This is an optimization exercise on Yosys and OpenROAD, whose aim is small area and a short achievable clock period, not a production implementation.
Function was checked by simulation only, so behaviour that the tests miss may differ from the original.
No activity file was given, so power comes from the tool's default toggle rates.

==> flow/design.v <==
package lc3b_types;
    typedef enum logic [3:0] {
        op_br   = 4'b0000,
        op_add  = 4'b0001,
        op_ldb  = 4'b0010,
        op_stb  = 4'b0011,
        op_jsr  = 4'b0100,
        op_and  = 4'b0101,
        op_ldr  = 4'b0110,
        op_str  = 4'b0111,
        op_rti  = 4'b1000,
        op_not  = 4'b1001,
        op_ldi  = 4'b1010,
        op_sti  = 4'b1011,
        op_jmp  = 4'b1100,
        op_shf  = 4'b1101,
        op_lea  = 4'b1110,
        op_trap = 4'b1111
    } lc3b_opcode;
    typedef enum logic [1:0] {
        x_base = 2'b00,
        x_ext1 = 2'b01,
        x_ext2 = 2'b10,
        x_ext3 = 2'b11
    } lc3b_lc3x;
    typedef enum logic [2:0] {
        alu_add,
        alu_sub,
        alu_mul,
        alu_and,
        alu_or,
        alu_xor,
        alu_not,
        alu_shf  
    } lc3b_aluop;
endpackage
`timescale 1ns/1ps
module control_rom
(
    input  logic [15:0] instr,
    output logic        writes,     
    output logic        k_mul,      
    output logic        k_as,       
    output logic        k_sub,      
    output logic        k_shl,      
    output logic        k_shr,      
    output logic [3:0]  lsel,       
    output logic        use_imm,    
    output logic        use_sr2     
);
    logic [3:0] opcode;
    logic       i5;
    logic [1:0] x43;
    assign opcode = instr[15:12];
    assign i5     = instr[5];
    assign x43    = instr[4:3];
    always_comb
    begin
        writes  = 1'b0;
        k_mul   = 1'b0;
        k_as    = 1'b0;
        k_sub   = 1'b0;
        k_shl   = 1'b0;
        k_shr   = 1'b0;
        lsel    = 4'b0000;
        use_imm = 1'b0;
        use_sr2 = 1'b0;
        case (opcode)
            4'b0001:
            begin
                writes = 1'b1;
                if (i5)
                begin
                    k_as    = 1'b1;
                    use_imm = 1'b1;
                end
                else
                begin
                    use_sr2 = 1'b1;
                    if (x43 == 2'b01)
                        k_mul = 1'b1;
                    else
                    begin
                        k_as  = 1'b1;
                        k_sub = x43[1];
                    end
                end
            end
            4'b0101:
            begin
                if (i5)
                begin
                    writes  = 1'b1;
                    use_imm = 1'b1;
                    lsel    = 4'b0001;
                end
                else
                begin
                    writes  = (x43 != 2'b11);
                    use_sr2 = 1'b1;
                    case (x43)
                        2'b00:   lsel = 4'b0001;
                        2'b01:   lsel = 4'b0010;
                        2'b10:   lsel = 4'b0100;
                        default: lsel = 4'b0000;
                    endcase
                end
            end
            4'b1001:
            begin
                writes = 1'b1;
                lsel   = 4'b1000;
            end
            4'b1101:
            begin
                writes = 1'b1;
                k_shl  = ~instr[4];
                k_shr  = instr[4];
            end
            default: ;
        endcase
    end
endmodule
`timescale 1ns/1ps
module decode_stage
(
    input  logic                    clk,
    input  logic                    arst_n,
    input  logic                    instr_valid,
    input  logic [16-1:0]   instr,
    input  logic                    flush,
    input  logic [16-1:0]   rd_data1,
    input  logic [16-1:0]   rd_data2,
    input  logic [16-1:0]   res_p,
    input  logic [16-1:0]   res_c,
    output logic                    d_valid,
    output logic [3-1:0]  d_dest,
    output logic [16-1:0]   d_opa,
    output logic [16-1:0]   d_opb,
    output logic                    d_mb,
    output logic                    d_as,
    output logic                    d_sub,
    output logic                    d_shr,
    output logic [4:0]              d_sh,
    output logic [3:0]              d_lsel
);
    logic                   writes;
    logic                   k_mul, k_as, k_sub, k_shl, k_shr, use_imm, use_sr2;
    logic [3:0]             lsel;
    logic [3-1:0] sr1, sr2;
    logic [16-1:0]  va, vb, opb, na, nb;
    logic                   fwd_a, fwd_b;
    control_rom u_rom
    (
        .instr   (instr),
        .writes  (writes),
        .k_mul   (k_mul),
        .k_as    (k_as),
        .k_sub   (k_sub),
        .k_shl   (k_shl),
        .k_shr   (k_shr),
        .lsel    (lsel),
        .use_imm (use_imm),
        .use_sr2 (use_sr2)
    );
    assign sr1 = instr[8:6];
    assign sr2 = instr[2:0];
    assign va = rd_data1;
    assign vb = rd_data2;
    assign fwd_a = d_valid && d_dest == sr1;
    assign fwd_b = use_sr2 && d_valid && d_dest == sr2;
    assign opb = use_imm ? {{(16-5){instr[4]}}, instr[4:0]} :
                 use_sr2 ? vb :
                           (16'(1) << instr[3:0]);
    always_comb
        for (int i = 0; i < 16; i++)
        begin
            na[i] = res_c[i] ? (fwd_a ? ~res_p[i] : va[i])  : (fwd_a ? res_p[i] : va[i]);
            nb[i] = res_c[i] ? (fwd_b ? ~res_p[i] : opb[i]) : (fwd_b ? res_p[i] : opb[i]);
        end
    always_ff @(posedge clk or negedge arst_n)
    begin
        if (!arst_n)
            d_valid <= 1'b0;
        else
            d_valid <= instr_valid & ~flush & writes;
    end
    always_ff @(posedge clk)
    begin
        d_dest  <= instr[11:9];
        d_opa   <= na;
        d_opb   <= nb;
        d_mb    <= k_mul | k_shl;
        d_as    <= k_as;
        d_sub   <= k_sub;
        d_shr   <= k_shr;
        d_sh    <= {instr[5], instr[3:0]} & {5{k_shr}};
        d_lsel  <= lsel;
    end
endmodule
`timescale 1ns/1ps
module mul_tree
(
    input  logic [15:0] x,
    input  logic [7:0]  one,
    input  logic [7:0]  two,
    input  logic [7:0]  neg,
    input  logic        cin0,
    input  logic [15:0] r,
    output logic [15:0] sa,
    output logic [15:0] sb
);
    wire pp0_0 = ((x[0] & one[0]) | (1'b0 & two[0])) ^ neg[0];
    wire pp0_1 = ((x[1] & one[0]) | (x[0] & two[0])) ^ neg[0];
    wire pp0_2 = ((x[2] & one[0]) | (x[1] & two[0])) ^ neg[0];
    wire pp0_3 = ((x[3] & one[0]) | (x[2] & two[0])) ^ neg[0];
    wire pp0_4 = ((x[4] & one[0]) | (x[3] & two[0])) ^ neg[0];
    wire pp0_5 = ((x[5] & one[0]) | (x[4] & two[0])) ^ neg[0];
    wire pp0_6 = ((x[6] & one[0]) | (x[5] & two[0])) ^ neg[0];
    wire pp0_7 = ((x[7] & one[0]) | (x[6] & two[0])) ^ neg[0];
    wire pp0_8 = ((x[8] & one[0]) | (x[7] & two[0])) ^ neg[0];
    wire pp0_9 = ((x[9] & one[0]) | (x[8] & two[0])) ^ neg[0];
    wire pp0_10 = ((x[10] & one[0]) | (x[9] & two[0])) ^ neg[0];
    wire pp0_11 = ((x[11] & one[0]) | (x[10] & two[0])) ^ neg[0];
    wire pp0_12 = ((x[12] & one[0]) | (x[11] & two[0])) ^ neg[0];
    wire pp0_13 = ((x[13] & one[0]) | (x[12] & two[0])) ^ neg[0];
    wire pp0_14 = ((x[14] & one[0]) | (x[13] & two[0])) ^ neg[0];
    wire pp0_15 = ((x[15] & one[0]) | (x[14] & two[0])) ^ neg[0];
    wire pp1_0 = ((x[0] & one[1]) | (1'b0 & two[1]) | r[2]) ^ neg[1];
    wire pp1_1 = ((x[1] & one[1]) | (x[0] & two[1]) | r[3]) ^ neg[1];
    wire pp1_2 = ((x[2] & one[1]) | (x[1] & two[1]) | r[4]) ^ neg[1];
    wire pp1_3 = ((x[3] & one[1]) | (x[2] & two[1]) | r[5]) ^ neg[1];
    wire pp1_4 = ((x[4] & one[1]) | (x[3] & two[1]) | r[6]) ^ neg[1];
    wire pp1_5 = ((x[5] & one[1]) | (x[4] & two[1]) | r[7]) ^ neg[1];
    wire pp1_6 = ((x[6] & one[1]) | (x[5] & two[1]) | r[8]) ^ neg[1];
    wire pp1_7 = ((x[7] & one[1]) | (x[6] & two[1]) | r[9]) ^ neg[1];
    wire pp1_8 = ((x[8] & one[1]) | (x[7] & two[1]) | r[10]) ^ neg[1];
    wire pp1_9 = ((x[9] & one[1]) | (x[8] & two[1]) | r[11]) ^ neg[1];
    wire pp1_10 = ((x[10] & one[1]) | (x[9] & two[1]) | r[12]) ^ neg[1];
    wire pp1_11 = ((x[11] & one[1]) | (x[10] & two[1]) | r[13]) ^ neg[1];
    wire pp1_12 = ((x[12] & one[1]) | (x[11] & two[1]) | r[14]) ^ neg[1];
    wire pp1_13 = ((x[13] & one[1]) | (x[12] & two[1]) | r[15]) ^ neg[1];
    wire pp2_0 = ((x[0] & one[2]) | (1'b0 & two[2])) ^ neg[2];
    wire pp2_1 = ((x[1] & one[2]) | (x[0] & two[2])) ^ neg[2];
    wire pp2_2 = ((x[2] & one[2]) | (x[1] & two[2])) ^ neg[2];
    wire pp2_3 = ((x[3] & one[2]) | (x[2] & two[2])) ^ neg[2];
    wire pp2_4 = ((x[4] & one[2]) | (x[3] & two[2])) ^ neg[2];
    wire pp2_5 = ((x[5] & one[2]) | (x[4] & two[2])) ^ neg[2];
    wire pp2_6 = ((x[6] & one[2]) | (x[5] & two[2])) ^ neg[2];
    wire pp2_7 = ((x[7] & one[2]) | (x[6] & two[2])) ^ neg[2];
    wire pp2_8 = ((x[8] & one[2]) | (x[7] & two[2])) ^ neg[2];
    wire pp2_9 = ((x[9] & one[2]) | (x[8] & two[2])) ^ neg[2];
    wire pp2_10 = ((x[10] & one[2]) | (x[9] & two[2])) ^ neg[2];
    wire pp2_11 = ((x[11] & one[2]) | (x[10] & two[2])) ^ neg[2];
    wire pp3_0 = ((x[0] & one[3]) | (1'b0 & two[3])) ^ neg[3];
    wire pp3_1 = ((x[1] & one[3]) | (x[0] & two[3])) ^ neg[3];
    wire pp3_2 = ((x[2] & one[3]) | (x[1] & two[3])) ^ neg[3];
    wire pp3_3 = ((x[3] & one[3]) | (x[2] & two[3])) ^ neg[3];
    wire pp3_4 = ((x[4] & one[3]) | (x[3] & two[3])) ^ neg[3];
    wire pp3_5 = ((x[5] & one[3]) | (x[4] & two[3])) ^ neg[3];
    wire pp3_6 = ((x[6] & one[3]) | (x[5] & two[3])) ^ neg[3];
    wire pp3_7 = ((x[7] & one[3]) | (x[6] & two[3])) ^ neg[3];
    wire pp3_8 = ((x[8] & one[3]) | (x[7] & two[3])) ^ neg[3];
    wire pp3_9 = ((x[9] & one[3]) | (x[8] & two[3])) ^ neg[3];
    wire pp4_0 = ((x[0] & one[4]) | (1'b0 & two[4])) ^ neg[4];
    wire pp4_1 = ((x[1] & one[4]) | (x[0] & two[4])) ^ neg[4];
    wire pp4_2 = ((x[2] & one[4]) | (x[1] & two[4])) ^ neg[4];
    wire pp4_3 = ((x[3] & one[4]) | (x[2] & two[4])) ^ neg[4];
    wire pp4_4 = ((x[4] & one[4]) | (x[3] & two[4])) ^ neg[4];
    wire pp4_5 = ((x[5] & one[4]) | (x[4] & two[4])) ^ neg[4];
    wire pp4_6 = ((x[6] & one[4]) | (x[5] & two[4])) ^ neg[4];
    wire pp4_7 = ((x[7] & one[4]) | (x[6] & two[4])) ^ neg[4];
    wire pp5_0 = ((x[0] & one[5]) | (1'b0 & two[5])) ^ neg[5];
    wire pp5_1 = ((x[1] & one[5]) | (x[0] & two[5])) ^ neg[5];
    wire pp5_2 = ((x[2] & one[5]) | (x[1] & two[5])) ^ neg[5];
    wire pp5_3 = ((x[3] & one[5]) | (x[2] & two[5])) ^ neg[5];
    wire pp5_4 = ((x[4] & one[5]) | (x[3] & two[5])) ^ neg[5];
    wire pp5_5 = ((x[5] & one[5]) | (x[4] & two[5])) ^ neg[5];
    wire pp6_0 = ((x[0] & one[6]) | (1'b0 & two[6])) ^ neg[6];
    wire pp6_1 = ((x[1] & one[6]) | (x[0] & two[6])) ^ neg[6];
    wire pp6_2 = ((x[2] & one[6]) | (x[1] & two[6])) ^ neg[6];
    wire pp6_3 = ((x[3] & one[6]) | (x[2] & two[6])) ^ neg[6];
    wire r7b0 = ((x[1] & one[7]) | (x[0] & two[7])) ^ neg[7];
    wire pp7_0 = x[0] & one[7];
    wire pp7_1 = r7b0 ^ (neg[7] & ~pp7_0);
    wire h0_10_0 = neg[5] ^ pp0_10;
    wire k0_10_0 = neg[5] & pp0_10;
    wire h0_11_1 = pp0_11 ^ pp2_7;
    wire k0_11_1 = pp0_11 & pp2_7;
    wire s0_12_0 = neg[6] ^ pp0_12 ^ pp2_8;
    wire c0_12_0 = (neg[6] & pp0_12) | (neg[6] & pp2_8) | (pp0_12 & pp2_8);
    wire h0_12_2 = pp3_6 ^ pp4_4;
    wire k0_12_2 = pp3_6 & pp4_4;
    wire s0_13_1 = pp0_13 ^ pp2_9 ^ pp3_7;
    wire c0_13_1 = (pp0_13 & pp2_9) | (pp0_13 & pp3_7) | (pp2_9 & pp3_7);
    wire h0_13_3 = pp4_5 ^ pp5_3;
    wire k0_13_3 = pp4_5 & pp5_3;
    wire s0_14_2 = pp0_14 ^ pp2_10 ^ pp3_8;
    wire c0_14_2 = (pp0_14 & pp2_10) | (pp0_14 & pp3_8) | (pp2_10 & pp3_8);
    wire s0_14_3 = pp4_6 ^ pp5_4 ^ pp6_2;
    wire c0_14_3 = (pp4_6 & pp5_4) | (pp4_6 & pp6_2) | (pp5_4 & pp6_2);
    wire s0_15_4 = pp0_15 ^ pp2_11 ^ pp3_9;
    wire s0_15_5 = pp4_7 ^ pp5_5 ^ pp6_3;
    wire h1_6_4 = pp0_6 ? ~neg[3] : neg[3];
    wire k1_6_4 = neg[3] & pp0_6;
    wire h1_7_5 = pp2_3 ? ~pp0_7 : pp0_7;
    wire k1_7_5 = pp0_7 & pp2_3;
    wire ts1_8_6 = neg[4] ^ pp0_8;
    wire s1_8_6 = pp2_4 ? ~ts1_8_6 : ts1_8_6;
    wire c1_8_6 = ts1_8_6 ? pp2_4 : neg[4];
    wire h1_8_6 = pp4_0 ? ~pp3_2 : pp3_2;
    wire k1_8_6 = pp3_2 & pp4_0;
    wire ts1_9_7 = pp0_9 ^ pp2_5;
    wire s1_9_7 = pp3_3 ? ~ts1_9_7 : ts1_9_7;
    wire c1_9_7 = ts1_9_7 ? pp3_3 : pp0_9;
    wire h1_9_7 = pp1_7 ? ~pp4_1 : pp4_1;
    wire k1_9_7 = pp4_1 & pp1_7;
    wire ts1_10_8 = pp2_6 ^ pp3_4;
    wire s1_10_8 = pp4_2 ? ~ts1_10_8 : ts1_10_8;
    wire c1_10_8 = ts1_10_8 ? pp4_2 : pp2_6;
    wire ts1_10_9 = pp5_0 ^ h0_10_0;
    wire s1_10_9 = pp1_8 ? ~ts1_10_9 : ts1_10_9;
    wire c1_10_9 = ts1_10_9 ? pp1_8 : pp5_0;
    wire ts1_11_10 = pp3_5 ^ pp4_3;
    wire s1_11_10 = pp5_1 ? ~ts1_11_10 : ts1_11_10;
    wire c1_11_10 = ts1_11_10 ? pp5_1 : pp3_5;
    wire ts1_11_11 = k0_10_0 ^ h0_11_1;
    wire s1_11_11 = pp1_9 ? ~ts1_11_11 : ts1_11_11;
    wire c1_11_11 = ts1_11_11 ? pp1_9 : k0_10_0;
    wire ts1_12_12 = pp5_2 ^ pp6_0;
    wire s1_12_12 = k0_11_1 ? ~ts1_12_12 : ts1_12_12;
    wire c1_12_12 = ts1_12_12 ? k0_11_1 : pp5_2;
    wire ts1_12_13 = h0_12_2 ^ s0_12_0;
    wire s1_12_13 = pp1_10 ? ~ts1_12_13 : ts1_12_13;
    wire c1_12_13 = ts1_12_13 ? pp1_10 : h0_12_2;
    wire ts1_13_14 = pp6_1 ^ k0_12_2;
    wire s1_13_14 = h0_13_3 ? ~ts1_13_14 : ts1_13_14;
    wire c1_13_14 = ts1_13_14 ? h0_13_3 : pp6_1;
    wire ts1_13_15 = c0_12_0 ^ s0_13_1;
    wire s1_13_15 = pp1_11 ? ~ts1_13_15 : ts1_13_15;
    wire c1_13_15 = ts1_13_15 ? pp1_11 : c0_12_0;
    wire ts1_14_16 = pp7_0 ^ k0_13_3;
    wire s1_14_16 = c0_13_1 ? ~ts1_14_16 : ts1_14_16;
    wire c1_14_16 = ts1_14_16 ? c0_13_1 : pp7_0;
    wire ts1_14_17 = s0_14_2 ^ s0_14_3;
    wire s1_14_17 = pp1_12 ? ~ts1_14_17 : ts1_14_17;
    wire c1_14_17 = ts1_14_17 ? pp1_12 : s0_14_2;
    wire ts1_15_18 = pp7_1 ^ c0_14_2;
    wire s1_15_18 = c0_14_3 ? ~ts1_15_18 : ts1_15_18;
    wire ts1_15_19 = s0_15_4 ^ s0_15_5;
    wire s1_15_19 = pp1_13 ? ~ts1_15_19 : ts1_15_19;
    wire h2_4_8 = pp0_4 ? ~neg[2] : neg[2];
    wire k2_4_8 = neg[2] & pp0_4;
    wire h2_5_9 = pp2_1 ? ~pp0_5 : pp0_5;
    wire k2_5_9 = pp0_5 & pp2_1;
    wire ts2_6_20 = pp2_2 ^ pp3_0;
    wire s2_6_20 = h1_6_4 ? ~ts2_6_20 : ts2_6_20;
    wire c2_6_20 = ts2_6_20 ? h1_6_4 : pp2_2;
    wire ts2_7_21 = pp3_1 ^ k1_6_4;
    wire s2_7_21 = h1_7_5 ? ~ts2_7_21 : ts2_7_21;
    wire c2_7_21 = ts2_7_21 ? h1_7_5 : pp3_1;
    wire ts2_8_22 = k1_7_5 ^ h1_8_6;
    wire s2_8_22 = s1_8_6 ? ~ts2_8_22 : ts2_8_22;
    wire c2_8_22 = ts2_8_22 ? s1_8_6 : k1_7_5;
    wire ts2_9_23 = k1_8_6 ^ c1_8_6;
    wire s2_9_23 = s1_9_7 ? ~ts2_9_23 : ts2_9_23;
    wire c2_9_23 = ts2_9_23 ? s1_9_7 : k1_8_6;
    wire ts2_10_24 = c1_9_7 ^ s1_10_8;
    wire s2_10_24 = k1_9_7 ? ~ts2_10_24 : ts2_10_24;
    wire c2_10_24 = ts2_10_24 ? k1_9_7 : c1_9_7;
    wire ts2_11_25 = c1_10_8 ^ s1_11_10;
    wire s2_11_25 = c1_10_9 ? ~ts2_11_25 : ts2_11_25;
    wire c2_11_25 = ts2_11_25 ? c1_10_9 : c1_10_8;
    wire ts2_12_26 = c1_11_10 ^ s1_12_12;
    wire s2_12_26 = c1_11_11 ? ~ts2_12_26 : ts2_12_26;
    wire c2_12_26 = ts2_12_26 ? c1_11_11 : c1_11_10;
    wire ts2_13_27 = c1_12_12 ^ s1_13_14;
    wire s2_13_27 = c1_12_13 ? ~ts2_13_27 : ts2_13_27;
    wire c2_13_27 = ts2_13_27 ? c1_12_13 : c1_12_12;
    wire ts2_14_28 = c1_13_14 ^ c1_13_15;
    wire s2_14_28 = s1_14_16 ? ~ts2_14_28 : ts2_14_28;
    wire c2_14_28 = ts2_14_28 ? s1_14_16 : c1_13_14;
    wire ts2_15_29 = c1_14_16 ^ c1_14_17;
    wire s2_15_29 = s1_15_18 ? ~ts2_15_29 : ts2_15_29;
    wire h3_0_10 = pp0_0 ? ~cin0 : cin0;
    wire k3_0_10 = cin0 & pp0_0;
    wire h3_1_11 = r[1] ? ~pp0_1 : pp0_1;
    wire k3_1_11 = pp0_1 & r[1];
    wire ts3_2_30 = neg[1] ^ pp0_2;
    wire s3_2_30 = pp1_0 ? ~ts3_2_30 : ts3_2_30;
    wire c3_2_30 = ts3_2_30 ? pp1_0 : neg[1];
    wire h3_3_12 = pp1_1 ? ~pp0_3 : pp0_3;
    wire k3_3_12 = pp0_3 & pp1_1;
    wire ts3_4_31 = pp2_0 ^ h2_4_8;
    wire s3_4_31 = pp1_2 ? ~ts3_4_31 : ts3_4_31;
    wire c3_4_31 = ts3_4_31 ? pp1_2 : pp2_0;
    wire ts3_5_32 = k2_4_8 ^ h2_5_9;
    wire s3_5_32 = pp1_3 ? ~ts3_5_32 : ts3_5_32;
    wire c3_5_32 = ts3_5_32 ? pp1_3 : k2_4_8;
    wire ts3_6_33 = k2_5_9 ^ pp1_4;
    wire s3_6_33 = s2_6_20 ? ~ts3_6_33 : ts3_6_33;
    wire c3_6_33 = ts3_6_33 ? s2_6_20 : k2_5_9;
    wire ts3_7_34 = pp1_5 ^ c2_6_20;
    wire s3_7_34 = s2_7_21 ? ~ts3_7_34 : ts3_7_34;
    wire c3_7_34 = ts3_7_34 ? s2_7_21 : pp1_5;
    wire ts3_8_35 = pp1_6 ^ c2_7_21;
    wire s3_8_35 = s2_8_22 ? ~ts3_8_35 : ts3_8_35;
    wire c3_8_35 = ts3_8_35 ? s2_8_22 : pp1_6;
    wire ts3_9_36 = h1_9_7 ^ c2_8_22;
    wire s3_9_36 = s2_9_23 ? ~ts3_9_36 : ts3_9_36;
    wire c3_9_36 = ts3_9_36 ? s2_9_23 : h1_9_7;
    wire ts3_10_37 = c2_9_23 ^ s1_10_9;
    wire s3_10_37 = s2_10_24 ? ~ts3_10_37 : ts3_10_37;
    wire c3_10_37 = ts3_10_37 ? s2_10_24 : c2_9_23;
    wire ts3_11_38 = s1_11_11 ^ c2_10_24;
    wire s3_11_38 = s2_11_25 ? ~ts3_11_38 : ts3_11_38;
    wire c3_11_38 = ts3_11_38 ? s2_11_25 : s1_11_11;
    wire ts3_12_39 = s1_12_13 ^ c2_11_25;
    wire s3_12_39 = s2_12_26 ? ~ts3_12_39 : ts3_12_39;
    wire c3_12_39 = ts3_12_39 ? s2_12_26 : s1_12_13;
    wire ts3_13_40 = s1_13_15 ^ c2_12_26;
    wire s3_13_40 = s2_13_27 ? ~ts3_13_40 : ts3_13_40;
    wire c3_13_40 = ts3_13_40 ? s2_13_27 : s1_13_15;
    wire ts3_14_41 = s1_14_17 ^ c2_13_27;
    wire s3_14_41 = s2_14_28 ? ~ts3_14_41 : ts3_14_41;
    wire c3_14_41 = ts3_14_41 ? s2_14_28 : s1_14_17;
    wire ts3_15_42 = s1_15_19 ^ c2_14_28;
    wire s3_15_42 = s2_15_29 ? ~ts3_15_42 : ts3_15_42;
    assign sa[0] = h3_0_10;
    assign sb[0] = r[0];
    assign sa[1] = k3_0_10;
    assign sb[1] = h3_1_11;
    assign sa[2] = k3_1_11;
    assign sb[2] = s3_2_30;
    assign sa[3] = c3_2_30;
    assign sb[3] = h3_3_12;
    assign sa[4] = k3_3_12;
    assign sb[4] = s3_4_31;
    assign sa[5] = c3_4_31;
    assign sb[5] = s3_5_32;
    assign sa[6] = c3_5_32;
    assign sb[6] = s3_6_33;
    assign sa[7] = c3_6_33;
    assign sb[7] = s3_7_34;
    assign sa[8] = c3_7_34;
    assign sb[8] = s3_8_35;
    assign sa[9] = c3_8_35;
    assign sb[9] = s3_9_36;
    assign sa[10] = c3_9_36;
    assign sb[10] = s3_10_37;
    assign sa[11] = c3_10_37;
    assign sb[11] = s3_11_38;
    assign sa[12] = c3_11_38;
    assign sb[12] = s3_12_39;
    assign sa[13] = c3_12_39;
    assign sb[13] = s3_13_40;
    assign sa[14] = c3_13_40;
    assign sb[14] = s3_14_41;
    assign sa[15] = c3_14_41;
    assign sb[15] = s3_15_42;
endmodule
module cpa16
(
    input  logic [15:0] a,
    input  logic [15:0] b,
    output logic [15:0] p,
    output logic [15:0] c
);
    logic [15:0] g;
    always_comb
        for (int i = 0; i < 16; i++)
        begin
            p[i] = b[i] ? ~a[i] : a[i];
            g[i] = a[i] & b[i];
        end
    wire G0_1 = g[1] | (p[1] & g[0]);
    wire P0_1 = p[1] & p[0];
    wire G0_3 = g[3] | (p[3] & g[2]);
    wire P0_3 = p[3] & p[2];
    wire G0_5 = g[5] | (p[5] & g[4]);
    wire P0_5 = p[5] & p[4];
    wire G0_7 = g[7] | (p[7] & g[6]);
    wire P0_7 = p[7] & p[6];
    wire G0_9 = g[9] | (p[9] & g[8]);
    wire P0_9 = p[9] & p[8];
    wire G0_11 = g[11] | (p[11] & g[10]);
    wire P0_11 = p[11] & p[10];
    wire G0_13 = g[13] | (p[13] & g[12]);
    wire P0_13 = p[13] & p[12];
    wire G0_15 = g[15] | (p[15] & g[14]);
    wire P0_15 = p[15] & p[14];
    wire G1_2 = g[2] | (p[2] & G0_1);
    wire P1_2 = p[2] & P0_1;
    wire G1_3 = G0_3 | (P0_3 & G0_1);
    wire P1_3 = P0_3 & P0_1;
    wire G1_6 = g[6] | (p[6] & G0_5);
    wire P1_6 = p[6] & P0_5;
    wire G1_7 = G0_7 | (P0_7 & G0_5);
    wire P1_7 = P0_7 & P0_5;
    wire G1_10 = g[10] | (p[10] & G0_9);
    wire P1_10 = p[10] & P0_9;
    wire G1_11 = G0_11 | (P0_11 & G0_9);
    wire P1_11 = P0_11 & P0_9;
    wire G1_14 = g[14] | (p[14] & G0_13);
    wire P1_14 = p[14] & P0_13;
    wire G1_15 = G0_15 | (P0_15 & G0_13);
    wire P1_15 = P0_15 & P0_13;
    wire G2_4 = g[4] | (p[4] & G1_3);
    wire P2_4 = p[4] & P1_3;
    wire G2_5 = G0_5 | (P0_5 & G1_3);
    wire P2_5 = P0_5 & P1_3;
    wire G2_6 = G1_6 | (P1_6 & G1_3);
    wire P2_6 = P1_6 & P1_3;
    wire G2_7 = G1_7 | (P1_7 & G1_3);
    wire P2_7 = P1_7 & P1_3;
    wire G2_12 = g[12] | (p[12] & G1_11);
    wire P2_12 = p[12] & P1_11;
    wire G2_13 = G0_13 | (P0_13 & G1_11);
    wire P2_13 = P0_13 & P1_11;
    wire G2_14 = G1_14 | (P1_14 & G1_11);
    wire P2_14 = P1_14 & P1_11;
    wire G2_15 = G1_15 | (P1_15 & G1_11);
    wire P2_15 = P1_15 & P1_11;
    wire G3_8 = g[8] | (p[8] & G2_7);
    wire P3_8 = p[8] & P2_7;
    wire G3_9 = G0_9 | (P0_9 & G2_7);
    wire P3_9 = P0_9 & P2_7;
    wire G3_10 = G1_10 | (P1_10 & G2_7);
    wire P3_10 = P1_10 & P2_7;
    wire G3_11 = G1_11 | (P1_11 & G2_7);
    wire P3_11 = P1_11 & P2_7;
    wire G3_12 = G2_12 | (P2_12 & G2_7);
    wire P3_12 = P2_12 & P2_7;
    wire G3_13 = G2_13 | (P2_13 & G2_7);
    wire P3_13 = P2_13 & P2_7;
    wire G3_14 = G2_14 | (P2_14 & G2_7);
    wire P3_14 = P2_14 & P2_7;
    wire G3_15 = G2_15 | (P2_15 & G2_7);
    wire P3_15 = P2_15 & P2_7;
    assign c[0] = 1'b0;
    assign c[1] = g[0];
    assign c[2] = G0_1;
    assign c[3] = G1_2;
    assign c[4] = G1_3;
    assign c[5] = G2_4;
    assign c[6] = G2_5;
    assign c[7] = G2_6;
    assign c[8] = G2_7;
    assign c[9] = G3_8;
    assign c[10] = G3_9;
    assign c[11] = G3_10;
    assign c[12] = G3_11;
    assign c[13] = G3_12;
    assign c[14] = G3_13;
    assign c[15] = G3_14;
endmodule
module execute_stage
(
    input  logic                    clk,
    input  logic                    arst_n,
    input  logic                    d_valid,
    input  logic [3-1:0]  d_dest,
    input  logic [16-1:0]   d_opa,
    input  logic [16-1:0]   d_opb,
    input  logic                    d_mb,
    input  logic                    d_as,
    input  logic                    d_sub,
    input  logic                    d_shr,
    input  logic [4:0]              d_sh,
    input  logic [3:0]              d_lsel,
    output logic [16-1:0]   res_p,
    output logic [16-1:0]   res_c,
    output logic [16-1:0]   alu_out,
    output logic                    wb_valid,
    output logic [3-1:0]  wb_dest,
    output logic [16-1:0]   wb_data
);
    logic [15:0] a, b;
    logic [7:0]  one, two, neg;
    logic [16:0] yb;
    logic [15:0] r, sa, sb, p, logic_out, shr_out;
    logic [31:0] shr_ext;
    logic        cin0;
    assign a = d_opa;
    assign b = d_opb;
    assign yb = {b, 1'b0};
    always_comb
    begin
        for (int j = 0; j < 8; j++)
        begin
            one[j] = d_mb & (yb[2*j+1] ^ yb[2*j]);
            two[j] = d_mb & ((yb[2*j+2] & ~yb[2*j+1] & ~yb[2*j]) |
                              (~yb[2*j+2] & yb[2*j+1] & yb[2*j]));
            neg[j] = d_mb & yb[2*j+2];
        end
        one[0] = (d_mb & b[0]) | d_as;
    end
    assign logic_out = ({16{d_lsel[0]}} & a & b) |
                       ({16{d_lsel[1]}} & (a | b)) |
                       ({16{d_lsel[2]}} & (a ^ b)) |
                       ({16{d_lsel[3]}} & ~a);
    assign shr_ext = {{16{d_sh[4] & a[15]}}, a} >> d_sh[3:0];
    assign shr_out = shr_ext[15:0];
    assign r    = {16{d_as}} & (b ^ {16{d_sub}});
    assign cin0 = neg[0] | d_sub;
    mul_tree u_tree
    (
        .x    (a),
        .one  (one),
        .two  (two),
        .neg  (neg),
        .cin0 (cin0),
        .r    (r),
        .sa   (sa),
        .sb   (sb)
    );
    cpa16 u_cpa
    (
        .a (sa),
        .b (sb),
        .p (p),
        .c (res_c)
    );
    assign res_p   = p | logic_out | ({16{d_shr}} & shr_out);
    assign alu_out = res_p ^ res_c;
    always_ff @(posedge clk or negedge arst_n)
    begin
        if (!arst_n)
            wb_valid <= 1'b0;
        else
            wb_valid <= d_valid;
    end
    always_ff @(posedge clk)
    begin
        wb_dest <= d_dest;
        wb_data <= alu_out;
    end
endmodule
`timescale 1ns/1ps
module result_stage
(
    input  logic                    clk,
    input  logic                    arst_n,
    input  logic [3-1:0]  rd_addr1,
    input  logic [3-1:0]  rd_addr2,
    input  logic                    we,
    input  logic [3-1:0]  waddr,
    input  logic [16-1:0]   wdata,
    input  logic                    wb_valid,
    input  logic [16-1:0]   wb_data,
    output logic [16-1:0]   rd_data1,
    output logic [16-1:0]   rd_data2,
    output logic [2:0]              cc
);
    logic [16-1:0] regs [8];
    logic [8-1:0] written;
    logic [2:0]            nzp;
    always_comb
    begin
        rd_data1 = '0;
        rd_data2 = '0;
        for (int i = 0; i < 8; i++)
        begin
            rd_data1 = rd_data1 | (regs[i] & {16{written[i] && rd_addr1 == i}});
            rd_data2 = rd_data2 | (regs[i] & {16{written[i] && rd_addr2 == i}});
        end
    end
    assign nzp = wb_data[16-1] ? 3'b100 :
                 (wb_data == '0)       ? 3'b010 :
                                         3'b001;
    always_ff @(posedge clk)
    begin
        for (int i = 0; i < 8; i++)
            if (we && waddr == i)
                regs[i] <= wdata;
    end
    always_ff @(posedge clk or negedge arst_n)
    begin
        if (!arst_n)
        begin
            written <= '0;
            cc      <= 3'b010;  
        end
        else
        begin
            if (we)
                written[waddr] <= 1'b1;
            if (wb_valid)
                cc <= nzp;
        end
    end
endmodule
`timescale 1ns/1ps
module lc3b_alu_pipe
(
    input  logic                    clk,
    input  logic                    arst_n,
    input  logic                    instr_valid,
    input  logic [16-1:0]   instr,
    input  logic                    flush,
    output logic                    wb_valid,
    output logic [3-1:0]  wb_dest,
    output logic [16-1:0]   wb_data,
    output logic [2:0]              cc
);
    logic                   d_valid;
    logic [3-1:0] d_dest;
    logic [16-1:0]  d_opa;
    logic [16-1:0]  d_opb;
    logic                   d_mb;
    logic                   d_as;
    logic                   d_sub;
    logic                   d_shr;
    logic [4:0]             d_sh;
    logic [3:0]             d_lsel;
    logic [16-1:0]  alu_out;
    logic [16-1:0]  res_p;
    logic [16-1:0]  res_c;
    logic [16-1:0]  rd_data1;
    logic [16-1:0]  rd_data2;
    decode_stage u_decode
    (
        .clk         (clk),
        .arst_n      (arst_n),
        .instr_valid (instr_valid),
        .instr       (instr),
        .flush       (flush),
        .rd_data1    (rd_data1),
        .rd_data2    (rd_data2),
        .res_p       (res_p),
        .res_c       (res_c),
        .d_valid     (d_valid),
        .d_dest      (d_dest),
        .d_opa       (d_opa),
        .d_opb       (d_opb),
        .d_mb        (d_mb),
        .d_as        (d_as),
        .d_sub       (d_sub),
        .d_shr       (d_shr),
        .d_sh        (d_sh),
        .d_lsel      (d_lsel)
    );
    execute_stage u_execute
    (
        .clk      (clk),
        .arst_n   (arst_n),
        .d_valid  (d_valid),
        .d_dest   (d_dest),
        .d_opa    (d_opa),
        .d_opb    (d_opb),
        .d_mb     (d_mb),
        .d_as     (d_as),
        .d_sub    (d_sub),
        .d_shr    (d_shr),
        .d_sh     (d_sh),
        .d_lsel   (d_lsel),
        .res_p    (res_p),
        .res_c    (res_c),
        .alu_out  (alu_out),
        .wb_valid (wb_valid),
        .wb_dest  (wb_dest),
        .wb_data  (wb_data)
    );
    result_stage u_result
    (
        .clk      (clk),
        .arst_n   (arst_n),
        .rd_addr1 (instr[8:6]),
        .rd_addr2 (instr[2:0]),
        .we       (d_valid),
        .waddr    (d_dest),
        .wdata    (alu_out),
        .wb_valid (wb_valid),
        .wb_data  (wb_data),
        .rd_data1 (rd_data1),
        .rd_data2 (rd_data2),
        .cc       (cc)
    );
endmodule
==> flow/run.sh <==
#!/bin/bash
# synth_recipe.tcl (not shown) runs the flow's synth.tcl, then flattens the netlist and writes it again
# the make line also repeats each setting of config.mk as NAME=value (left out here)
make -C /OpenROAD-flow-scripts/flow DESIGN_CONFIG=/design/flow/config.mk WORK_HOME=/design/flow/orfs CLKGATE_MAP_FILE= SYNTH_SCRIPT=/design/flow/synth_recipe.tcl finish
==> flow/config.mk <==
export PLATFORM = sky130hd
export DESIGN_NAME = lc3b_alu_pipe
export DESIGN_NICKNAME = lc3b_alu_pipe
export VERILOG_FILES = /design/flow/design.v
export SDC_FILE = /design/flow/constraint.sdc
export NUM_CORES = 4
export LEC_CHECK = 0
export CAP_MARGIN = 20
export CORE_MARGIN = 2
export CORE_UTILIZATION = 70
export PLACE_DENSITY = 0.8
export SETUP_SLACK_MARGIN = 2.5
export SLEW_MARGIN = 20
==> flow/constraint.sdc <==
create_clock -name core_clock -period 7.0 [get_ports {clk}]
set_input_delay 1.4000 -clock core_clock [delete_from_list [all_inputs] [get_ports {clk}]]
set_output_delay 1.4000 -clock core_clock [all_outputs]
set_load 0.01 [all_outputs]
==> out/qor.txt, run 1 <==
hold depth - 0
PwrDens - 201 nW/um^2
crit path DAT - 4.65 ns
pin count of the biggest net entering global routing - 33
Seq pwr share - 46.7%
IO buf count - 42
Comb pwr share - 16.4%
final setup violation count - 0
drt via density - 7.19
Compound-Gate Fraction of Synth Area - 23.9%
commonest non-fill, non-tap cell in the layout - edfxtp_1
worst endpoint required time - 7.26 ns
initial antenna violation count - 0
drt first pass iters - 7
worst-path maximum fanout - 27
clock latency (worst-skew pair) - 0.50 ns
CTS tree - yes
Slew HR - 22.8%
Clock Power Share - 36.9%
area share of fa/ha/maj cells after synthesis - 6.85%
IO Count - 43
critical path class - reg2reg
CP cell instances - buf_12 > clkinvlp_4 > a21oi_1 > o21ai_0 > a222oi_1 > nor2_1 > ha_1 > xor2_1 > xnor2_1 > maj3_1 > ha_1 > a21o_1 > a211oi_2 > a21oi_4 > a21oi_4 > o21ai_1 > xor2_1 > buf_4 > buf_4 > inv_2
multiplexer share of the synthesized area - 2.58%
Crit path largest cell delay - 0.36 ns
wire per inst - 26.2 um
Max-cap violations - 0
status - finished clean
startpoint types - flip-flop
clock tree buffer depth - 3
Tightest Hold Check Type - reg2reg
clock slew at reported path FFs - 0.07 ns
clk_skew - 0.0145 ns
XOR/XNOR Fraction of Synth Area - 8.70%
post-route ant nets - 0
RSZ-0062 raised after global routing - true
CTS Hold Bufs - 0
GRT Overall Usage - 42.4%
CTS Buf Count - 20
vias in the first global route - 11600
Mapped Area - 13800 um^2
Least-Margin Pin Slew - 1.16 ns
Crit-path slowest cell - dfxtp_1
Peak supply drop - 0.324 mV
area grow syn2layout - 12.0%
Int Pwr - 0.00222 W
register bit total from synthesis - 208
Nets - 1527
EDFF count, synth - 128
Starting Density - 70.9%
Mapped Cells - 1470
clock sink total - 208
final hold slack - 0.486 ns
Syn Area/Cell - 9.35 um^2
grt total ovfl - 0
vias - 12500
distinct cell type count of the synthesized netlist - 74
Post-Syn Nets - 1544
largest family of logic cells by synthesized area - compound AO/OA/AOI/OAI gates
DIE AREA - 20800 um^2
# rows - 51
Routed Wire Length - 45.3 mm
violation count after the first detailed-route iteration - 2043
core area - 19400 um^2
RePlAce Congestion - 1.02
HPWL after DPL - 29.4 mm
Final Max Slew Viols - 0
most used flip-flop cell after synthesis - edfxtp_1
switching share of total power - 28.3%
simple-gate share of the synthesized area - 12.1%
Die H - 144 um
# diodes - 0
Worst Setup End Kind - flip-flop
minimum clock period - 4.39 ns
setup TNS - 0 ns
share of layout cells above drive strength 1 - 11.3%
sw power - 0.000874 W
FFs w/ async S/R, synth - 6.25%
r2r worst-path depth - 20
Seq/Total Area, Yosys - 40.1%
commonest cells after routing, fill and taps aside - edfxtp_1 (128), a22oi_1 (108), a21oi_1 (101)
clk root buf - clkbuf_16
synth warn - 6
P_leak - 5.78 nW
FMAX - 228 MHz
Filler Cell Count - 1273
Die Wd - 144 um
DRC - 0
H-tree depth - 1
first-pass GRT wire length - 66.3 mm
final hold violations - 0
Final period util - 62.7%
## per-stage QoR
stage	power [W]	instance area [um^2]	setup WS (ns)	cells	util (%)
floorplan	0.00173	13800	2.56	1470	-
global placement	0.00190	14100	1.87	1661	72.8
detailed placement	0.00191	14100	1.68	1661	72.8
CTS	0.00303	15000	2.51	1701	77.2
global route	0.00316	15400	2.41	1732	79.4
finish	0.00309	15400	2.61	1732	79.4
## worst paths after layout
check	from	endpoint	slack, ns
min	u_decode.d_dest[1]	u_execute.wb_dest[1]	0.49
max	u_decode.d_opa[1]	u_result.regs[3][15]	2.61
max reg2reg	u_decode.d_opa[1]	u_result.regs[3][15]	2.61
min in group asynchronous	arst_n	u_result.cc[0]	1.27
min reg2reg	u_decode.d_dest[1]	u_execute.wb_dest[1]	0.49
max in group asynchronous	arst_n	u_result.written[2]	5.34
## metal layers
metal / vias up / share of wire (%) / track usage [%]
met5: - / 0 / 0
met4: 0 / 7.5 / 27.5
met3: 252 / 11 / 8.08
met2: 1003 / 46 / 68.3
met1: 5768 / 35 / 52.5
li1: 5433 / - / -
## layout make-up
cell class / instances / area, um^2 / area share [%]
clock inverter: 13 / 154 / 0.999
tap: 265 / 332 / 2.15
timing repair inverter: 1 / 7.51 / 0.0487
multi-input combinational: 1058 / 7660 / 49.8
inverter: 73 / 308 / 2.00
timing repair buffer: 91 / 847 / 5.50
sequential: 208 / 5550 / 36.0
clock buffer: 23 / 543 / 3.53
## critical path, delay by kind of cell, from the launching register on
kind / cells / cell delay, ns
adders and majority gates: 3 / 1.05
xor gates and xnor gates: 3 / 0.49
and+or+nand+nor: 1 / 0.10
buffers and inverters: 5 / 0.69
DFF: 1 / 0.36
AOI/OAI and AO/OA: 8 / 1.45
## flip-flops by register name, summed over array words and instances, names as in the netlist
register	cells
u_execute.wb_data	16
u_decode.d_shr	1
u_result.cc	3
u_decode.d_sh	5
u_result.written	8
u_decode.d_dest	3
u_decode.d_opa	16
u_execute.wb_valid	1
u_decode.d_sub	1
u_result.regs	128
u_decode.d_opb	16
u_decode.d_valid	1
u_decode.d_mb	1
u_decode.d_as	1
u_decode.d_lsel	4
u_execute.wb_dest	3
## cell usage after synthesis (5+ instances only)
master,n,area share [%]
and2_1,27,1.2
xor2_1,53,3.4
a222oi_1,21,1.5
o211ai_1,11,0.60
buf_2,12,0.44
a31oi_1,5,0.23
a211oi_1,7,0.38
maj3_2,5,0.41
ha_1,50,4.5
buf_1,8,0.22
nand2b_1,11,0.50
o2111ai_1,6,0.38
dfrtp_1,12,2.2
o21bai_1,7,0.38
nand3_1,33,1.2
a22o_1,21,1.3
mux2i_1,22,1.6
nand4_1,12,0.55
xnor2_1,79,5.0
or2_2,5,0.23
a21oi_1,106,3.9
maj3_1,18,1.3
nor3_1,14,0.51
nand3b_1,6,0.33
o21ai_0,86,3.1
a221oi_1,48,3.1
edfxtp_1,128,28
inv_1,70,1.9
dfxtp_1,67,9.8
and3_1,17,0.77
a22oi_1,108,5.9
a211o_1,5,0.32
a21o_1,14,0.76
nand2_1,94,2.6
clkbuf_1,107,2.9
nor2_1,90,2.5
## power groups by stage
stage	clock (W)	combinational [W]	sequential, W
2_1_floorplan	0	0.000326	0.00141
3_3_place_gp	0	0.000443	0.00146
3_5_place_dp	0	0.000453	0.00146
4_1_cts	0.00113	0.000465	0.00144
5_1_grt	0.00118	0.000538	0.00145
6_report	0.00114	0.000507	0.00144
## cell families (layout without fill, tap and decap cells)
family,Yosys count,in the layout
XOR/XNOR,134,134
flip-flops,208,208
multiplexers,30,30
AO/OA/AOI/OAI,477,477
AND/OR/NAND/NOR,340,340
adder cells (fa/ha/maj),77,77
buffers and inverters,204,201
## timing repair
item | 4_1_cts | 5_1_grt
endpoints found under the setup margin | 83 | 59
pin swaps | 1 | 9
resized for setup | 40 | 49
endpoints found under the hold margin | 0 | 0
gates cloned | 0 | 2
setup buffers | 4 | 29
==> run 2: changes to the inputs <==
--- a/flow/config.mk
+++ b/flow/config.mk
@@ -7,7 +7,7 @@
 export LEC_CHECK = 0
 export CAP_MARGIN = 20
 export CORE_MARGIN = 2
-export CORE_UTILIZATION = 70
-export PLACE_DENSITY = 0.8
-export SETUP_SLACK_MARGIN = 2.5
+export CORE_UTILIZATION = 55
+export PLACE_DENSITY = 0.68
+export SETUP_SLACK_MARGIN = 2.2
 export SLEW_MARGIN = 20
==> run 2 against run 1 <==
Utilization decreased by 18 points. Cell count increased by 2.1%. Synthesized cell count stayed put. Fmax fell by 5.6%. Non-clock buffer count decreased by 22. First-iteration DRC count down 21%. Wire length decreased by 2.1%. Clock power shrank 8%. Die area is 26% higher. Critical endpoint is now u_result.regs[6][15]. Largest power group unchanged.
==> out/qor.txt, run 2 <==
status - finished clean
final setup violation count - 0 (unchanged)
pin count of the biggest net entering global routing - 33 (unchanged)
clock sink total - 208 (unchanged)
CTS Buf Count - 21 (+5.0%)
Seq/Total Area, Yosys - 40.1% (unchanged)
worst-path maximum fanout - 20 (-26%)
clock slew at reported path FFs - 0.07 ns (about the same)
Routed Wire Length - 44.4 mm (-2.1%)
distinct cell type count of the synthesized netlist - 74 (unchanged)
clock latency (worst-skew pair) - 0.50 ns (about the same)
Slew HR - 25.7% (+2.9 points)
RSZ-0062 raised after global routing - true
Tightest Hold Check Type - reg2reg
Worst Setup End Kind - flip-flop
Peak supply drop - 0.265 mV (-18%)
synth top area cells - edfxtp_1 (28%), dfxtp_1 (9.8%), a22oi_1 (5.9%)
Final Max Slew Viols - 0 (unchanged)
IO buf count - 42 (unchanged)
Least-Margin Pin Slew - 1.12 ns (-0.0434 ns)
CP cell instances - buf_4 > a21o_4 > and2_0 > buf_4 > a21o_1 > ha_1 > maj3_1 > xor3_1 > ha_1 > o211ai_1 > o21ai_2 > nand4_1 > a21oi_2 > a21oi_2 > o21ai_0 > xor2_1 > inv_2
Crit-path slowest cell - maj3_1
grt total ovfl - 0 (unchanged)
worst slack, placed - 1.66 ns (-0.0152 ns)
largest area contributor in the netlist - edfxtp_1
Die Wd - 162 um (+12%)
startpoint types - flip-flop
drt first pass iters - 8 (+1)
clock tree buffer depth - 3 (unchanged)
commonest cells after routing, fill and taps aside - edfxtp_1 (128), a22oi_1 (108), a21oi_1 (103)
CTS tree - yes
vias - 11900 (-4.4%)
Synth top cells by count - edfxtp_1 (128), a22oi_1 (108), clkbuf_1 (107)
final hold violations - 0 (unchanged)
share of layout cells above drive strength 1 - 8.30% (-3.0 points)
CTS Hold Bufs - 0 (unchanged)
worst endpoint required time - 7.23 ns (-0.03 ns)
Post-Syn Nets - 1544 (unchanged)
synth warn - 6 (unchanged)
vias in the first global route - 11200 (-3.8%)
Die H - 162 um (+12%)
Synth top area share - 28.0% (unchanged)
Inst Count DP - 1722 (+3.7%)
core area - 24500 um^2 (+26%)
drt via density - 6.73 (-6.4%)
Largest Register - u_result.regs
PwrDens - 198 nW/um^2 (-1.6%)
setup TNS - 0 ns (unchanged)
post-route ant nets - 0 (unchanged)
minimum clock period - 4.65 ns (+0.263 ns)
P_leak - 5.60 nW (-3.0%)
Nets - 1505 (-1.4%)
Syn Area/Cell - 9.35 um^2 (unchanged)
Starting Density - 56.2% (-15 points)
Mapped Area - 13800 um^2 (unchanged)
crit path DAT - 4.88 ns (+0.23 ns)
Tot Pwr - 0.00298 W (-3.7%)
Final period util - 66.5% (+3.8 points)
wire per inst - 25.1 um (-4.2%)
RePlAce Congestion - 1.00 (-1.9%)
H-tree depth - 1 (unchanged)
DIE AREA - 26300 um^2 (+26%)
clk root buf - clkbuf_16
final worst slack - 2.35 ns (-0.263 ns)
top-count cell post-synth - edfxtp_1
violation count after the first detailed-route iteration - 1604 (-21%)
# diodes - 0 (unchanged)
first-pass GRT wire length - 67.1 mm (+1.2%)
critical path class - reg2reg
EDFF count, synth - 128 (unchanged)
area grow syn2layout - 9.55%
FMAX - 215 MHz (-5.6%)
FFs w/ async S/R, synth - 6.25% (unchanged)
GRT Overall Usage - 33.2% (-9.2 points)
Mapped Cells - 1470 (unchanged)
# rows - 57 (+12%)
most used flip-flop cell after synthesis - edfxtp_1
final non-filler cell total - 1769 (+2.1%)
HPWL after DPL - 30.2 mm (+2.8%)
DRC - 0 (unchanged)
Crit path largest cell delay - 0.38 ns (+0.02 ns)
Largest register FFs - 128 (unchanged)
Max-cap violations - 0 (unchanged)
Util after Layout - 61.6% (-18 points)
clk_skew - 0.0193 ns (+0.00472 ns)
IO Count - 43 (unchanged)
register bit total from synthesis - 208 (unchanged)
commonest non-fill, non-tap cell in the layout - edfxtp_1
initial antenna violation count - 0 (unchanged)
-- run 2: changes by cell type in the layout (fill, tap and decap cells not counted), moves of 3 or more --
cell / delta
buf_4: -18
a221oi_1: +4
dfxtp_1: +7
bufinv_16: -3
inv_1: +4
buf_12: -3
a221oi_2: -4
dfxtp_4: -6
clkinvlp_4: -5
-- run 2: repair_timing --
item,in CTS,in global routing
endpoints found under the setup margin,61,54
setup buffers,4,6
pin swaps,1,3
gates resized for setup,21,19
-- run 2: layout make-up --
cell class                 count  area [um^2]
multi-input combinational   1058         7580
fill                        2040         9400
inverter                      73          282
tap                          324          405
clock inverter                 9         56.3
sequential                   208         5530
clock buffer                  28          583
timing repair buffer          69          627
-- run 2: through the flow --
| step | hold slack [ns] | instance area [um^2] |
|---|---|---|
| after detailed placement | 0.489 | 14200 |
| after CTS | 0.497 | 15000 |
| after global placement | 0.487 | 14200 |
| final | 0.507 | 15100 |
| after floorplan | 0.354 | 13800 |
| after global routing | 0.525 | 15100 |
-- run 2: per-layer routing --
| layer | global-route usage, % | routed length, um | up-vias |
|---|---|---|---|
| met2 | 52.3 | 20200 | 750 |
| met4 | 16.0 | 2010 | 0 |
| met5 | 0 | 0 | - |
| met3 | 5.11 | 4260 | 118 |
| met1 | 45.2 | 17900 | 5647 |
| li1 | - | - | 5397 |
-- run 2: final timing paths --
path                                start                    to  slack, ns  cells past startpoint
min reg2reg                u_result.cc[0]        u_result.cc[0]       0.51                      1
min in group asynchronous          arst_n   u_result.written[6]       1.28                      1
max in group asynchronous          arst_n        u_result.cc[2]       5.30                      1
max                         u_decode.d_as  u_result.regs[6][15]       2.35                     17
max reg2reg                 u_decode.d_as  u_result.regs[6][15]       2.35                     17
min                        u_result.cc[0]        u_result.cc[0]       0.51                      1
-- run 2: cell families (layout without fill, tap and decap cells) --
kind of cell	count (synthesis)	in the layout	synth area share, %
AO/OA/AOI/OAI	477	477	23.9
flip-flops	208	208	40.1
multiplexers	30	30	2.58
adder cells (fa/ha/maj)	77	77	6.85
buffers and inverters	204	179	5.80
XOR/XNOR	134	134	8.70
AND/OR/NAND/NOR	340	340	12.1
-- run 2: worst max-delay path: cells and delay by family, from the launching register on --
| family | cells | cell delay (ns) |
|---|---|---|
| AOI/OAI and AO/OA | 7 | 1.51 |
| buffers and inverters | 3 | 0.54 |
| adders and majority gates | 3 | 1.01 |
| xor gates and xnor gates | 2 | 0.67 |
| DFF | 1 | 0.30 |
| and+or+nand+nor | 2 | 0.35 |
-- run 2: where the power goes --
| part | internal (W) | leakage (nW) | switching (W) |
|---|---|---|---|
| combinational | 0.000185 | 3.38 | 0.000303 |
| sequential | 0.00135 | 1.91 | 0.0000871 |
| clock | 0.000588 | 0.312 | 0.000461 |
==> run 3: changes to the inputs <==
--- a/flow/config.mk
+++ b/flow/config.mk
@@ -9,5 +9,5 @@
 export CORE_MARGIN = 2
 export CORE_UTILIZATION = 55
 export PLACE_DENSITY = 0.68
-export SETUP_SLACK_MARGIN = 2.2
+export SETUP_SLACK_MARGIN = 2.8
 export SLEW_MARGIN = 20
==> run 3 against run 2 <==
Still clean. Area after synthesis unchanged. Register-to-register slack better by 0.29 ns. Clock-buffer cell count down 5. Non-clock buffer count up 68. Highest routed layer unchanged.
==> out/qor.txt, run 3 <==
Starting Density - 56.2% (unchanged)
core area - 24500 um^2 (unchanged)
Die H - 162 um (unchanged)
share of layout cells above drive strength 1 - 17.3% (+9.0 points)
synth top area cells - edfxtp_1 (28%), dfxtp_1 (9.8%), a22oi_1 (5.9%)
Final period util - 62.3% (-4.2 points)
clock tree buffer depth - 3 (unchanged)
RSZ-0062 raised after global routing - true
distinct cell type count of the synthesized netlist - 74 (unchanged)
status - finished clean
top-count cell post-synth - edfxtp_1
Tightest Hold Check Type - reg2reg
drt via density - 6.88 (+2.2%)
Seq pwr share - 45.9% (-2.5 points)
clk_skew - 0.0216 ns (+0.00237 ns)
CP cell instances - buf_12 > xor2_2 > and2_4 > a222oi_1 > nor2_1 > ha_1 > xor2_1 > xnor2_1 > xor2_1 > xnor2_2 > xor2_1 > xnor2_1 > ha_1 > buf_6 > nor2_2 > nand3_2 > xor2_4 > buf_6 > inv_2
Mapped Area - 13800 um^2 (unchanged)
EDFF count, synth - 128 (unchanged)
synth warn - 6 (unchanged)
startpoint types - flip-flop
worst-path maximum fanout - 12 (-40%)
Comb pwr share - 18.0% (+1.6 points)
final setup violation count - 0 (unchanged)
H-tree depth - 1 (unchanged)
clock slew at reported path FFs - 0.07 ns (about the same)
setup TNS - 0 ns (unchanged)
switching share of total power - 29.3% (+0.75 points)
# rows - 57 (unchanged)
largest area contributor in the netlist - edfxtp_1
wire per inst - 26.1 um (+4.2%)
Crit path largest cell delay - 0.40 ns (+0.02 ns)
Largest register FFs - 128 (unchanged)
CP endpoint - u_result.regs[3][13]
first-pass GRT wire length - 69.2 mm (+3.2%)
crit path DAT - 4.61 ns (-0.27 ns)
clk root buf - clkbuf_16
GRT Overall Usage - 34.4% (+1.1 points)
Worst Setup End Kind - flip-flop
CTS tree - yes
Max-cap violations - 0 (unchanged)
Largest Register - u_result.regs
PwrDens - 193 nW/um^2 (-2.2%)
sw power - 0.000924 W (+8.5%)
DRC - 0 (unchanged)
IO buf count - 42 (unchanged)
Final Max Slew Viols - 0 (unchanged)
commonest cells after routing, fill and taps aside - edfxtp_1 (128), a22oi_1 (108), a21oi_1 (97)
HPWL after DPL - 30.8 mm (+1.8%)
Least-Margin Pin Slew - 1.12 ns (+0.00580 ns)
minimum clock period - 4.36 ns (-0.293 ns)
pin count of the biggest net entering global routing - 33 (unchanged)
violation count after the first detailed-route iteration - 2124 (+32%)
Slew HR - 25.3% (-0.39 points)
grt total ovfl - 0 (unchanged)
r2r worst-path depth - 19 (+2)
Die Wd - 162 um (unchanged)
Routed Wire Length - 48.1 mm (+8.5%)
Nets - 1576 (+4.7%)
Seq/Total Area, Yosys - 40.1% (unchanged)
Clock Power Share - 36.1% (+0.9 points)
final hold violations - 0 (unchanged)
Crit-path slowest cell - ha_1
Peak supply drop - 0.259 mV (-2.4%)
most used flip-flop cell after synthesis - edfxtp_1
Syn Area/Cell - 9.35 um^2 (unchanged)
area grow syn2layout - 18.4%
Tot Pwr - 0.00315 W (+5.7%)
FFs w/ async S/R, synth - 6.25% (unchanged)
Synth top area share - 28.0% (unchanged)
clock sink total - 208 (unchanged)
worst endpoint required time - 7.26 ns (+0.03 ns)
DIE AREA - 26300 um^2 (unchanged)
Int Pwr - 0.00223 W (+4.6%)
IO Count - 43 (unchanged)
worst setup path startpoint - u_decode.d_opb[9]
vias - 12700 (+6.4%)
reg-to-reg slack, setup - 2.64 ns (+0.29 ns)
FMAX - 229 MHz (+6.7%)
post-route ant nets - 0 (unchanged)
r2r startpoint - u_decode.d_opb[9]
RR Endpoint - u_result.regs[3][13]
CTS Buf Count - 21 (unchanged)
Post-Syn Nets - 1544 (unchanged)
Worst path most repeated cell - xor2_1
register bit total from synthesis - 208 (unchanged)
Synth top cells by count - edfxtp_1 (128), a22oi_1 (108), clkbuf_1 (107)
clock latency (worst-skew pair) - 0.51 ns (about the same)
commonest non-fill, non-tap cell in the layout - edfxtp_1
vias in the first global route - 11500 (+3.1%)
drt first pass iters - 7 (-1)
critical path class - reg2reg
RePlAce Congestion - 0.975 (-2.7%)
initial antenna violation count - 0 (unchanged)
P_leak - 6.09 nW (+8.7%)
Mapped Cells - 1470 (unchanged)
-- run 3: cell count changes in the layout (fill, tap and decap cells not counted), sizes merged --
cell and delta:
buf +62, bufinv +2, clkbuf +1, clkinv -1
clkinvlp +9, diode +1, inv -2, nor2 +1
-- run 3: per-layer routing --
| layer | share of wire (%) | vias to the layer above | global-route usage (%) |
|---|---|---|---|
| met1 | 38 | 6055 | 46.2 |
| li1 | - | 5557 | - |
| met4 | 7.0 | 0 | 19.3 |
| met5 | 0 | - | 0 |
| met2 | 44 | 858 | 54.1 |
| met3 | 10 | 208 | 4.37 |
-- run 3: cell type report --
cell class / count / area (um^2)
diodes: 1 / 2.50
clock buffers: 23 / 543
clock inverters: 15 / 154
fillers: 1922 / 8190
inverters: 73 / 327
multi-input cells: 1059 / 7950
flip-flops and latches: 208 / 5580
well taps: 324 / 405
repair buffers: 137 / 1300
repair inverters: 2 / 15.0
-- run 3: worst max-delay path: cells and delay by family (launching register included) --
kind / cells / cell delay, ns
compound gates: 1 / 0.28
xor+xnor: 8 / 1.67
fa+ha+maj: 2 / 0.75
buf+inv: 4 / 0.50
flops: 1 / 0.35
simple gates: 4 / 0.56
-- run 3: how the worst min path moves through the flow --
stage | to | depth (start not counted) | start
floorplan | u_execute.wb_dest[2] | 0 | u_decode.d_dest[2]
global placement | u_execute.wb_dest[1] | 0 | u_decode.d_dest[1]
detailed placement | u_execute.wb_dest[1] | 0 | u_decode.d_dest[1]
CTS | u_execute.wb_dest[1] | 0 | u_decode.d_dest[1]
global route | u_execute.wb_dest[1] | 0 | u_decode.d_dest[1]
finish | u_execute.wb_dest[1] | 0 | u_decode.d_dest[1]
-- run 3: timing repair --
item	4_1_cts	5_1_grt
pin swaps	11	42
hold endpoints to repair	0	0
hold buffers	0	0
endpoints found under the setup margin	121	79
resized for setup	79	97
gates cloned	0	8
setup buffers	21	54
-- run 3: power groups by stage --
stage	clock network, W	registers, W	logic, W
5_1_grt	0.00119	0.00145	0.000600
6_report	0.00114	0.00145	0.000565
3_3_place_gp	0	0.00146	0.000461
4_1_cts	0.00114	0.00144	0.000492
3_5_place_dp	0	0.00146	0.000466
2_1_floorplan	0	0.00141	0.000327
-- run 3: cell families after synthesis --
kind of cell / count (synthesis) / synth area share, %
flops: 208 / 40.1
fa+ha+maj: 77 / 6.85
mux: 30 / 2.58
compound gates: 477 / 23.9
buf+inv: 204 / 5.80
xor+xnor: 134 / 8.70
simple gates: 340 / 12.1
-- run 3: per-stage QoR --
stage          worst slack (ns)  cells  hold slack, ns  util [%]  instance area, um^2
2_1_floorplan              2.81   1470           0.354         -                13800
3_3_place_gp               1.80   1720           0.484      58.1                14200
3_5_place_dp               1.65   1720           0.480      58.1                14200
4_1_cts                    2.75   1779           0.489      62.7                15300
5_1_grt                    2.47   1841           0.500      66.5                16300
6_report                   2.64   1842           0.490      66.5                16300
==> run 4: changes to the inputs <==
==> flow/config.mk (replaced) <==
export PLATFORM = sky130hd
export DESIGN_NAME = lc3b_alu_pipe
export DESIGN_NICKNAME = lc3b_alu_pipe
export VERILOG_FILES = /design/flow/design.v
export SDC_FILE = /design/flow/constraint.sdc
export NUM_CORES = 4
export LEC_CHECK = 0
export CAP_MARGIN = 5
export CORE_MARGIN = 2
export CORE_UTILIZATION = 55
export PLACE_DENSITY = 0.68
export SETUP_SLACK_MARGIN = 2.5
export SLEW_MARGIN = 5
==> run 4 against run 3 <==
Synthesized cell count unchanged. Global-route usage decreased by 1.3 points. Largest cell class unchanged. Sequential cell count unchanged. First-iteration DRC count decreased by 27%. Cell count decreased by 3.1%. Critical path depth increased by 2. Clock power decreased by 4%. Clock skew decreased by 0.0088 ns. Sequential share of layout area increased by 1.8 points. Setup slack got worse by 0.086 ns. Critical endpoint is now u_decode.d_opa[12]. Total power decreased by 3.9%. Utilization decreased by 3.6 points. Largest power group unchanged.
==> out/qor.txt, run 4 <==
status - finished clean
largest area contributor in the netlist - edfxtp_1
DRC - 0 (unchanged)
top-count cell post-synth - edfxtp_1
first-pass GRT wire length - 66.8 mm (-3.5%)
Nets - 1519 (-3.6%)
final non-filler cell total - 1784 (-3.1%)
startpoint types - flip-flop
share of layout cells above drive strength 1 - 11.0% (-6.3 points)
Tot Pwr - 0.00303 W (-3.9%)
post-route ant nets - 0 (unchanged)
HPWL after DPL - 30.2 mm (-2.0%)
clock latency (worst-skew pair) - 0.49 ns (-0.02 ns)
commonest non-fill, non-tap cell in the layout - edfxtp_1
Inst Count DP - 1722 (+0.12%)
Int Pwr - 0.00218 W (-2.1%)
Final period util - 63.5% (+1.2 points)
clk_skew - 0.0129 ns (-0.00876 ns)
Mapped Area - 13800 um^2 (unchanged)
Max-cap violations - 0 (unchanged)
# rows - 57 (unchanged)
FFs w/ async S/R, synth - 6.25% (unchanged)
violation count after the first detailed-route iteration - 1554 (-27%)
Synth top area share - 28.0% (unchanged)
P_leak - 5.73 nW (-6.0%)
wire per inst - 25.0 um (-4.4%)
Die H - 162 um (unchanged)
Starting Density - 56.2% (unchanged)
IO buf count - 42 (unchanged)
clock sink total - 208 (unchanged)
final hold slack - 0.500 ns (+0.00966 ns)
critical path class - reg2reg
Mapped Cells - 1470 (unchanged)
IO Count - 43 (unchanged)
footprint of the multi-input gates - 7690 um^2 (-3.3%)
Comb pwr share - 16.4% (-1.6 points)
Syn Area/Cell - 9.35 um^2 (unchanged)
EDFF count, synth - 128 (unchanged)
Largest Register - u_result.regs
worst endpoint required time - 7.37 ns (+0.11 ns)
RSZ-0062 raised after global routing - true
Storage cell area - 5550 um^2 (-0.58%)
H-tree depth - 1 (unchanged)
worst slack, placed - 1.67 ns (+0.0144 ns)
Filler Cell Count - 2009 (+4.5%)
synth warn - 6 (unchanged)
clock tree buffer depth - 3 (unchanged)
Slew HR - 22.5% (-2.7 points)
most used flip-flop cell after synthesis - edfxtp_1
clock slew at reported path FFs - 0.06 ns (about the same)
Die Wd - 162 um (unchanged)
register bit total from synthesis - 208 (unchanged)
commonest cells after routing, fill and taps aside - edfxtp_1 (128), a22oi_1 (108), a21oi_1 (99)
FMAX - 225 MHz (-1.9%)
vias - 12100 (-4.8%)
Worst Setup End Kind - flip-flop
minimum clock period - 4.45 ns (+0.0861 ns)
final worst slack - 2.55 ns (-0.0861 ns)
crit path DAT - 4.81 ns (+0.20 ns)
worst-path maximum fanout - 28 (+16)
clk root buf - clkbuf_16
distinct cell type count of the synthesized netlist - 74 (unchanged)
Largest register FFs - 128 (unchanged)
area grow syn2layout - 11.9%
drt first pass iters - 9 (+2)
vias in the first global route - 11100 (-3.4%)
Seq pwr share - 47.6% (+1.7 points)
Seq/Total Area, Yosys - 40.1% (unchanged)
final setup violation count - 0 (unchanged)
drt via density - 6.76 (-1.7%)
initial antenna violation count - 1 (+1)
Synth top cells by count - edfxtp_1 (128), a22oi_1 (108), clkbuf_1 (107)
PwrDens - 197 nW/um^2 (+1.6%)
Least-Margin Pin Slew - 1.16 ns (+0.0409 ns)
switching share of total power - 28.0% (-1.3 points)
CTS Buf Count - 20 (-4.8%)
setup TNS - 0 ns (unchanged)
GRT Overall Usage - 33.1% (-1.3 points)
CTS Hold Bufs - 0 (unchanged)
Final Max Slew Viols - 0 (unchanged)
core area - 24500 um^2 (unchanged)
Post-Syn Nets - 1544 (unchanged)
CTS tree - yes
final hold violations - 0 (unchanged)
sw power - 0.000847 W (-8.3%)
Peak supply drop - 0.286 mV (+10%)
pin count of the biggest net entering global routing - 33 (unchanged)
grt total ovfl - 0 (unchanged)
Clock Power Share - 36.0% (about the same)
Tightest Hold Check Type - reg2reg
RePlAce Congestion - 1.00 (+2.8%)
synth top area cells - edfxtp_1 (28%), dfxtp_1 (9.8%), a22oi_1 (5.9%)
DIE AREA - 26300 um^2 (unchanged)
Routed Wire Length - 44.6 mm (-7.4%)
run 4: timing repair:
item                                    in CTS  in global routing
setup buffers                                7                 18
resized for setup                           39                 45
cloned                                       0                  0
pin swaps                                    6                 13
endpoints found under the setup margin      83                 62
run 4: final timing paths:
path	from	endpoint	slack, ns	depth (start not counted)
min	u_result.written[0]	u_result.written[0]	0.50	1
min reg2reg	u_result.written[0]	u_result.written[0]	0.50	1
max in group asynchronous	arst_n	u_decode.d_valid	5.31	1
min in group asynchronous	arst_n	u_result.written[3]	1.29	1
max reg2reg	u_decode.d_mb	u_decode.d_opa[12]	2.55	21
max	u_decode.d_mb	u_decode.d_opa[12]	2.55	21
run 4: layout make-up:
cell class / count / area share, %
inverters: 73 / 1.89
well taps: 324 / 2.63
diodes: 1 / 0.0163
repair buffers: 84 / 5.07
clock inverters: 6 / 0.228
flip-flops and latches: 208 / 36.0
clock buffers: 30 / 4.17
multi-input cells: 1058 / 49.9
run 4: power groups by stage:
stage	Sequential, W	Combinational (W)	Clock [W]
2_1_floorplan	0.00141	0.000326	0
3_3_place_gp	0.00146	0.000456	0
3_5_place_dp	0.00146	0.000463	0
4_1_cts	0.00144	0.000471	0.00110
5_1_grt	0.00144	0.000529	0.00115
6_report	0.00144	0.000496	0.00109
run 4: worst max-delay path: stages, from the launching register on:
cell,delay [ns]
dfxtp_2,0.44
buf_12,0.22
clkinv_8,0.16
nor2_4,0.20
buf_4,0.19
buf_4,0.14
a222oi_1,0.11
xnor2_1,0.35
nand2_1,0.12
a21oi_2,0.19
xor2_1,0.20
xnor2_1,0.16
nand2_1,0.08
nor2b_1,0.15
xnor2_1,0.21
ha_1,0.35
nor2_1,0.13
nand3_1,0.21
xnor2_2,0.36
buf_4,0.18
buf_4,0.10
a21oi_1,0.05
run 4: cell families (layout without fill, tap and decap cells):
kind of cell / count (synthesis) / after routing / synth area share (%)
xor+xnor: 134 / 134 / 8.70
mux: 30 / 30 / 2.58
other cells: 0 / 1 / 0
simple gates: 340 / 340 / 12.1
compound gates: 477 / 477 / 23.9
buf+inv: 204 / 193 / 5.80
fa+ha+maj: 77 / 77 / 6.85
flops: 208 / 208 / 40.1
run 4: routing by layer:
layer,wire (um),global-route usage (%),vias to the layer above
met4,2050,13.8,0
li1,-,-,5426
met3,4060,5.59,126
met1,18000,44.6,5754
met5,0,0,-
met2,20500,53.1,760
run 4: metrics by stage:
stage                     area (um^2)  util (%)
final                           15400      62.9
after floorplan                 13800         -
after global routing            15400      62.9
after detailed placement        14200      58.1
after global placement          14200      58.1
after CTS                       15100      61.6

[afterwards: timing with drivers on the ports]
No port has a modelled driver above. Below, the same layouts with a new extraction and two added sets of constraints.
Step 1 sets driving cells, clkbuf_16 on the clock port and buf_2 on the other inputs (assumed; they add their load-dependent delay and slew).
Step 2, shift: input delay + t, output delay - t, t = (earliest + latest rising clock arrival at the registers) / 2. This alone moves slack from input paths to output paths.
a / b / c = no drivers / after step 1 / after step 2; a / b = the first two.
run	t, ns	setup slack, ns	worst hold slack (ns)	worst setup path after step 2	cell pins on the clock port's net
run 1	0.540	2.611 / 2.611 / 2.195	0.486 / 0.486 / 0.486	input to register	1
run 2	0.542	2.348 / 2.348 / 2.191	0.507 / 0.507 / 0.507	input to register	1
run 3	0.550	2.641 / 2.641 / 2.314	0.490 / 0.490 / 0.490	input to register	1
run 4	0.534	2.555 / 2.555 / 2.248	0.500 / 0.500 / 0.500	input to register	1
After both steps every run listed still meets setup and hold. For run 1, which loses most, drivers alone change the setup slack by 0.000 ns; drivers and shift together by -0.416 ns.
